From an optimization exercise on the open Yosys and OpenROAD flow, aimed at small area; shortcuts taken in it are not production practice.
The RTL was checked by simulation tests, not by an equivalence proof against the original design.
No activity file was given, so power comes from the tool's default toggle rates.

try-pepper:
Design capture_buffer, start of the top module:
module capture_buffer (
  input logic capture_clk,
  input logic capture_reset,
  input logic [64:0] capture_in,
  input logic [2:0] active_channels,
  input logic start,
  input logic stop,
  input logic sw_reset,
  input logic readout_start,
  output logic full,
  output logic [19:0] write_depth,
  output logic [16:0] readout_out,
  output logic readout_valid,
  input logic readout_ready
);
==> flow/config.mk <==
export PLATFORM = sky130hd
export DESIGN_NAME = capture_buffer
export DESIGN_NICKNAME = capture_buffer
export VERILOG_FILES = /design/flow/design.v
export SDC_FILE = /design/flow/constraint.sdc
export NUM_CORES = 4
export LEC_CHECK = 0
export CAP_MARGIN = 10
export CORE_MARGIN = 2
export CORE_UTILIZATION = 60
export CTS_CLUSTER_DIAMETER = 80
export CTS_CLUSTER_SIZE = 30
export SETUP_SLACK_MARGIN = 0.35
export SLEW_MARGIN = 10
==> flow/constraint.sdc <==
create_clock -name core_clock -period 5.0 [get_ports {capture_clk}]
set_input_delay 1.0000 -clock core_clock [delete_from_list [all_inputs] [get_ports {capture_clk}]]
set_output_delay 1.0000 -clock core_clock [all_outputs]
set_load 0.01 [all_outputs]
standard.sh (not shown) runs the stock make flow with config.mk's settings and CLKGATE_MAP_FILE= SYNTH_SCRIPT=/design/flow/synth_recipe.tcl, a recipe that flattens the netlist after the stock synthesis.
==> flow/flow/run.sh <==
#!/bin/bash
# standard layout, with plain buffers on the ports instead of ORFS's default
# delay-buffer choice; every tool's log stays under orfs/logs, and the make
# output goes to standard.log
set -euo pipefail
export BUFFER_PORTS_ARGS="-buffer_cell sky130_fd_sc_hd__buf_1"
bash standard.sh > standard.log 2>&1
Here is what was changed in the inputs of try-cedar compared with try-pepper.
# try-pepper
export LEC_CHECK = 0
export CAP_MARGIN = 10
export CORE_MARGIN = 2
export CORE_UTILIZATION = 60
export CTS_CLUSTER_DIAMETER = 80
export CTS_CLUSTER_SIZE = 30
export SETUP_SLACK_MARGIN = 0.35
export SLEW_MARGIN = 10
create_clock -name core_clock -period 5.0 [get_ports {capture_clk}]
# try-cedar
export LEC_CHECK = 0
export CAP_MARGIN = 20
export CORE_MARGIN = 2
export CORE_UTILIZATION = 65
export CTS_BUF_LIST = sky130_fd_sc_hd__clkbuf_4 sky130_fd_sc_hd__clkbuf_8
export CTS_CLUSTER_SIZE = 30
export SLEW_MARGIN = 20
create_clock -name core_clock -period 5.0 [get_ports {capture_clk}]
==> flow/run.sh (new file) <==
#!/bin/bash
# synth_recipe.tcl (not shown) runs the flow's synth.tcl, then flattens the netlist and writes it again
# the make line also repeats each setting of config.mk as NAME=value (left out here)
make -C /OpenROAD-flow-scripts/flow DESIGN_CONFIG=/design/flow/config.mk WORK_HOME=/design/flow/orfs CLKGATE_MAP_FILE= SYNTH_SCRIPT=/design/flow/synth_recipe.tcl finish
removed: flow/flow/run.sh
removed: flow/standard.sh
### Flow results
- [try-cedar] flow finished | final checks: failed | reasons: negative setup slack
- Against try-pepper, try-cedar comes in 9.0 points higher on met3 usage in global routing.
- Compare try-cedar and try-pepper | total length of routed met3 wires higher: try-cedar
- Diff try-pepper -> try-cedar | number of buffers outside the clock class in the layout | up by a little under 10%
- try-cedar: sequential share of layout area lower than try-pepper
- The run showing the smaller die area is try-cedar.

* * *

Setup of run A:
Starting RTL as in the previous note.
Settings: LEC_CHECK=0, CAP_MARGIN=10, CORE_MARGIN=2, CORE_UTILIZATION=76, CTS_CLUSTER_DIAMETER=80, CTS_CLUSTER_SIZE=30, SETUP_SLACK_MARGIN=0.35, SLEW_MARGIN=10; clock period 5.0 ns.
==> flow/flow/run.sh <==
#!/bin/bash
# standard layout, with plain buffers on the ports instead of ORFS's default
# delay-buffer choice; every tool's log stays under orfs/logs, and the make
# output goes to standard.log
set -euo pipefail
export BUFFER_PORTS_ARGS="-buffer_cell sky130_fd_sc_hd__buf_1"
bash standard.sh > standard.log 2>&1
The final layout from run A, which completed every stage, passed the timing, design-rule and antenna checks at the end of the flow.
What run B does differently from run A at the input level:
Settings: a change of CORE_UTILIZATION from 76 to 70.
==> comparison <==
- Run A → run B: via density per instance fell 7.9%, largest clock skew in the final design fell 0.010 ns.
- From run A to run B the numbers moved as follows: effective utilization at floorplan went down by 6.5 points; final non-filler cell area was more or less identical; longest individual stage delay on the worst path went up by 0.25 ns.
- The detailed-route via count of run B is lower than that of run A.
- Per the comparison of run B with run A, total area of sequential cells has remained practically unchanged; met2 routing resource usage after global routing shows a reduction of 5.0 points; largest fanout on the critical path +10.
- On internal portion of total power: run B sits above run A.
- The run showing the greater post-route worst setup slack is run A.
For run C, these inputs were changed with respect to run B:
Settings: changing SETUP_SLACK_MARGIN from 0.35 to 0.15; removing CTS_CLUSTER_SIZE (formerly 30); removing CTS_CLUSTER_DIAMETER (formerly 80); changing CORE_UTILIZATION from 70 to 50.
==> flow/run.sh (new file) <==
#!/bin/bash
# synth_recipe.tcl (not shown) runs the flow's synth.tcl, then flattens the netlist and writes it again
# the make line also repeats each setting of config.mk as NAME=value (left out here)
make -C /OpenROAD-flow-scripts/flow DESIGN_CONFIG=/design/flow/config.mk WORK_HOME=/design/flow/orfs CLKGATE_MAP_FILE= SYNTH_SCRIPT=/design/flow/synth_recipe.tcl finish
removed: flow/flow/run.sh
removed: flow/standard.sh
==> summary.txt <==
- Comparing run C and run B, the higher maximum frequency is on run C.
- Note that the count of fill cells added during filler insertion recorded for run C amounts to 1.9 times the value seen in run B.
- A cell with the largest stage delay on the worst path of sky130_fd_sc_hd__nor2_2 is what run B shows, while sky130_fd_sc_hd__clkdlybuf4s50_1 belongs to run C.
- Run C vs run B: routed length on met1 up in run C
- As of run C, width of the chip had risen by more than 10% compared to run B.
- Compared with run B, in run C finished layout cell area higher, final-stage net count higher.
Modified inputs, run D compared to run C
Settings: putting CTS_CLUSTER_SIZE at 30 where nothing was set; swapping 0.15 for 0.35 in SETUP_SLACK_MARGIN; putting CTS_CLUSTER_DIAMETER at 80 where nothing was set; swapping 50 for 70 in CORE_UTILIZATION.
==> flow/flow/run.sh (new file) <==
#!/bin/bash
# standard layout, with plain buffers on the ports instead of ORFS's default
# delay-buffer choice; every tool's log stays under orfs/logs, and the make
# output goes to standard.log
set -euo pipefail
export BUFFER_PORTS_ARGS="-buffer_cell sky130_fd_sc_hd__buf_2"
bash standard.sh > standard.log 2>&1
==> flow/standard.sh (new file) <==
#!/bin/bash
# synth_recipe.tcl (not shown) runs the flow's synth.tcl, then flattens the netlist and writes it again
# the make line also repeats each setting of config.mk as NAME=value (left out here)
make -C /OpenROAD-flow-scripts/flow DESIGN_CONFIG=/design/flow/config.mk WORK_HOME=/design/flow/orfs CLKGATE_MAP_FILE= SYNTH_SCRIPT=/design/flow/synth_recipe.tcl "${@:-finish}"
removed: flow/run.sh
Notes after the runs:
- Run D vs run C, met1 routed wirelength after detailed routing went down by 23%.
- Final period utilization: run D vs run C down 2.0 points
- On signed area change from the synthesized netlist to the final layout: between run D and run C, it ends up higher for run C.
- Changes observed in run D relative to run C: total via count in the routed design increased 490; overall routing resource usage increased 13 points; setup slack of the most critical reg-to-reg path decreased 0.24 ns.

* * *

The RTL this note starts from:
==> flow/design.v <==
package capture_pkg;
  localparam int LANES = 4;
  localparam int SAMPLE_WIDTH = 16;
  typedef logic [SAMPLE_WIDTH-1:0] sample_t;
  typedef logic [LANES-1:0][SAMPLE_WIDTH-1:0] lane_bus_t;
  typedef logic [$clog2(LANES+1)-1:0] lane_count_t;
  typedef logic [LANES-1:0] bank_mask_t;
  typedef logic [$clog2(LANES)-1:0] bank_index_t;
  typedef struct packed {
    logic valid;
    lane_bus_t data;
  } capture_in_t;
  typedef struct packed {
    lane_count_t lane_count;
    bank_mask_t full_mask;
    bank_mask_t init_mask;
  } capture_mode_t;
  typedef struct packed {
    sample_t data;
    logic last;
  } stream_beat_t;
endpackage
`timescale 1ns/1ps
module capture_buffer (
  input logic capture_clk,
  input logic capture_reset,
  input logic [64:0] capture_in,
  input logic [2:0] active_channels,
  input logic start,
  input logic stop,
  input logic sw_reset,
  input logic readout_start,
  output logic full,
  output logic [19:0] write_depth,
  output logic [16:0] readout_out,
  output logic readout_valid,
  input logic readout_ready
);
  logic start_q, stop_q, start_edge, stop_edge;
  logic active;
  logic ge2, is4;           
  logic valid_q;            
  logic [3:0] wmask;
  logic [3:0][3:0] waddr;
  logic [3:0] bfull;
  logic readout_done;
  logic start_rise;
  assign start_rise = start & ~start_q & ~active;
  always_ff @(posedge capture_clk) begin
    if (capture_reset) begin
      start_q <= 1'b0;
      stop_q <= 1'b0;
      start_edge <= 1'b0;
      stop_edge <= 1'b0;
    end else begin
      start_q <= start;
      stop_q <= stop;
      start_edge <= start_rise;
      stop_edge <= stop & ~stop_q;
    end
  end
  always_ff @(posedge capture_clk) begin
    if (start_rise) begin
      ge2 <= ~active_channels[0];
      is4 <= active_channels[2];
    end
  end
  always_ff @(posedge capture_clk) begin
    valid_q <= capture_in[64];
  end
  logic [3:0] full_mask, init_mask;
  assign full_mask = {1'b1, ge2, is4, is4};
  assign init_mask = {is4, is4, ge2, 1'b1};
  logic [3:0] wen, last_write;
  always_comb begin
    for (int b = 0; b < 4; b++) begin
      wen[b] = valid_q & active & wmask[b];
      last_write[b] = wen[b] & (&waddr[b]);
    end
  end
  logic group_full_now;
  assign group_full_now = |(last_write & full_mask);
  logic active_d;
  always_comb begin
    if (capture_reset | sw_reset) active_d = 1'b0;
    else if (active) active_d = ~(stop_edge | group_full_now);
    else active_d = start_edge;
  end
  always_ff @(posedge capture_clk) begin
    active <= active_d;
  end
  logic n1, n2;
  assign n1 = ~ge2;
  assign n2 = ge2 & ~is4;
  logic [3:0] set_mask, mask_d;
  assign set_mask[0] = 1'b0;
  assign set_mask[1] = n1 & last_write[0];
  assign set_mask[2] = (n1 & last_write[1]) | (n2 & last_write[0]);
  assign set_mask[3] = (n1 & last_write[2]) | (n2 & last_write[1]);
  always_comb begin
    if (capture_reset | sw_reset) mask_d = 4'b0;
    else if (start_edge) mask_d = init_mask;
    else mask_d = (wmask | set_mask) & ~last_write;
  end
  always_ff @(posedge capture_clk) begin
    wmask <= mask_d;
  end
  logic clr;
  assign clr = capture_reset | sw_reset | readout_done;
  logic [3:0][3:0] waddr_d;
  logic [3:0] bfull_d;
  always_comb begin
    for (int b = 0; b < 4; b++) begin
      if (clr) begin
        waddr_d[b] = 4'd0;
        bfull_d[b] = 1'b0;
      end else begin
        waddr_d[b] = waddr[b] + {3'd0, wen[b]};
        bfull_d[b] = bfull[b] | last_write[b];
      end
    end
  end
  always_ff @(posedge capture_clk) begin
    waddr <= waddr_d;
    bfull <= bfull_d;
  end
  always_ff @(posedge capture_clk) begin
    for (int b = 0; b < 4; b++) begin
      if (capture_reset) write_depth[5*b +: 5] <= 5'd0;
      else write_depth[5*b +: 5] <= bfull[b] ? 5'd16 : {1'b0, waddr[b]};
    end
  end
  assign full = |(bfull & full_mask);
  logic [3:0][15:0] din;
  logic [15:0] lane0, lane1, lane2, lane3;
  assign lane0 = capture_in[15:0];
  assign lane1 = capture_in[31:16];
  assign lane2 = capture_in[47:32];
  assign lane3 = capture_in[63:48];
  assign din[0] = lane0;
  assign din[1] = ge2 ? lane1 : lane0;
  assign din[2] = is4 ? lane2 : lane0;
  assign din[3] = is4 ? lane3 : (ge2 ? lane1 : lane0);
  logic [3:0] bank_we;
  always_comb begin
    for (int b = 0; b < 4; b++) begin
      bank_we[b] = capture_in[64] & active_d & mask_d[b];
    end
  end
  logic [1023:0] mem;
  for (genvar b = 0; b < 4; b++) begin : g_bank
    for (genvar a = 0; a < 16; a++) begin : g_word
      always_ff @(posedge capture_clk) begin
        if (bank_we[b] && waddr_d[b] == a) begin
          mem[(16*b+a)*16 +: 16] <= din[b];
        end
      end
    end
  end
  logic rs_q;
  logic [6:0] rd_cnt;
  logic flush;
  assign flush = capture_reset | sw_reset;
  logic rd_inc;
  assign rd_inc = rd_cnt[6] ? rd_cnt[5] : readout_ready;
  always_ff @(posedge capture_clk) begin
    if (flush) begin
      rs_q <= 1'b0;
      rd_cnt <= 7'd64;
    end else begin
      rs_q <= readout_start;
      if (readout_start & ~rs_q) rd_cnt <= 7'd123;
      else if (rd_inc) rd_cnt <= rd_cnt + 7'd1;
    end
  end
  assign readout_valid = ~rd_cnt[6];
  assign readout_done = ~rd_cnt[6] & readout_ready & (&rd_cnt[5:0]);
  logic [63:0] rsel;
  logic [15:0] rdata;
  always_comb begin
    for (int w = 0; w < 64; w++) rsel[w] = (rd_cnt[5:0] == w);
    rdata = '0;
    for (int w = 0; w < 64; w++) rdata = rdata | (mem[w*16 +: 16] & {16{rsel[w]}});
  end
  assign readout_out = {rdata, &rd_cnt[5:0]};
endmodule
Settings: LEC_CHECK=0, CAP_MARGIN=20, CORE_MARGIN=2, CORE_UTILIZATION=65, SLEW_MARGIN=20; clock period 5.0 ns.
run.sh (not shown) runs the stock make flow with config.mk's settings and CLKGATE_MAP_FILE= SYNTH_SCRIPT=/design/flow/synth_recipe.tcl, a recipe that flattens the netlist after the stock synthesis.
Stock flow here: none of the scripts above is used.
The first run reached the layout checks and failed them: negative setup slack.
Edit:
==> flow/flow/run.sh (new file) <==
#!/bin/bash
# standard layout, with plain buffers on the ports instead of ORFS's default
# delay-buffer choice; every tool's log stays under orfs/logs, and the make
# output goes to standard.log
set -euo pipefail
export BUFFER_PORTS_ARGS="-buffer_cell sky130_fd_sc_hd__buf_2"
bash standard.sh > standard.log 2>&1
==> flow/standard.sh (new file) <==
#!/bin/bash
# synth_recipe.tcl (not shown) runs the flow's synth.tcl, then flattens the netlist and writes it again
# the make line also repeats each setting of config.mk as NAME=value (left out here)
make -C /OpenROAD-flow-scripts/flow DESIGN_CONFIG=/design/flow/config.mk WORK_HOME=/design/flow/orfs CLKGATE_MAP_FILE= SYNTH_SCRIPT=/design/flow/synth_recipe.tcl "${@:-finish}"
- CAP_MARGIN: 20 -> 10
- CORE_UTILIZATION: 65 -> 60
- CTS_CLUSTER_DIAMETER: unset -> 80
- CTS_CLUSTER_SIZE: unset -> 30
- SETUP_SLACK_MARGIN: unset -> 0.35
- SLEW_MARGIN: 20 -> 10
removed: flow/run.sh
The changed run produced a clean layout.
Global-route usage is lower by 3.9 points.
Fmax is higher by about 5%.
Register-to-register slack degrades by 0.28 ns.
Core utilization is lower by 10 points.
Flip-flop and latch count does not change.
Wire length is higher by 1.8%.
Total power is lower by about 16%.

## port drivers added, routing unchanged
How much do the figures lean on ideal ports? The routed layouts below were timed once more, with nothing changed but the port constraints. Step 1 sets driving cells, clkbuf_16 on the clock port and buf_2 on the other inputs (assumed; they add their load-dependent delay and slew). Step 2 also shifts input and output timing later by t, the mid clock arrival at the registers, as if the neighbouring blocks saw the same clock. Three values: no drivers, after step 1, after step 2; two values: the first two.
run	shift t [ns]	setup slack, ns	hold WS [ns]	pins driven straight from the clock port
try-pepper	0.706	0.311 / 0.241 / 0.947	0.391 / 0.391 / 0.391	1
try-cedar	0.892	-0.052 / -0.117 / 0.775	0.388 / 0.388 / 0.388	1
run A	0.732	0.217 / 0.148 / 0.875	0.413 / 0.413 / 0.413	1
run B	0.695	0.117 / 0.052 / 0.250	0.379 / 0.379 / 0.379	1
run C	0.746	0.154 / 0.089 / 0.653	0.385 / 0.385 / 0.385	1
run D	0.706	0.253 / 0.184 / 0.485	0.384 / 0.384 / 0.384	1
the first run of note 3	0.736	-0.018 / -0.084 / 0.652	0.383 / 0.383 / 0.383	1
the second run of note 3	0.726	0.221 / 0.149 / 0.497	0.387 / 0.387 / 0.387	1
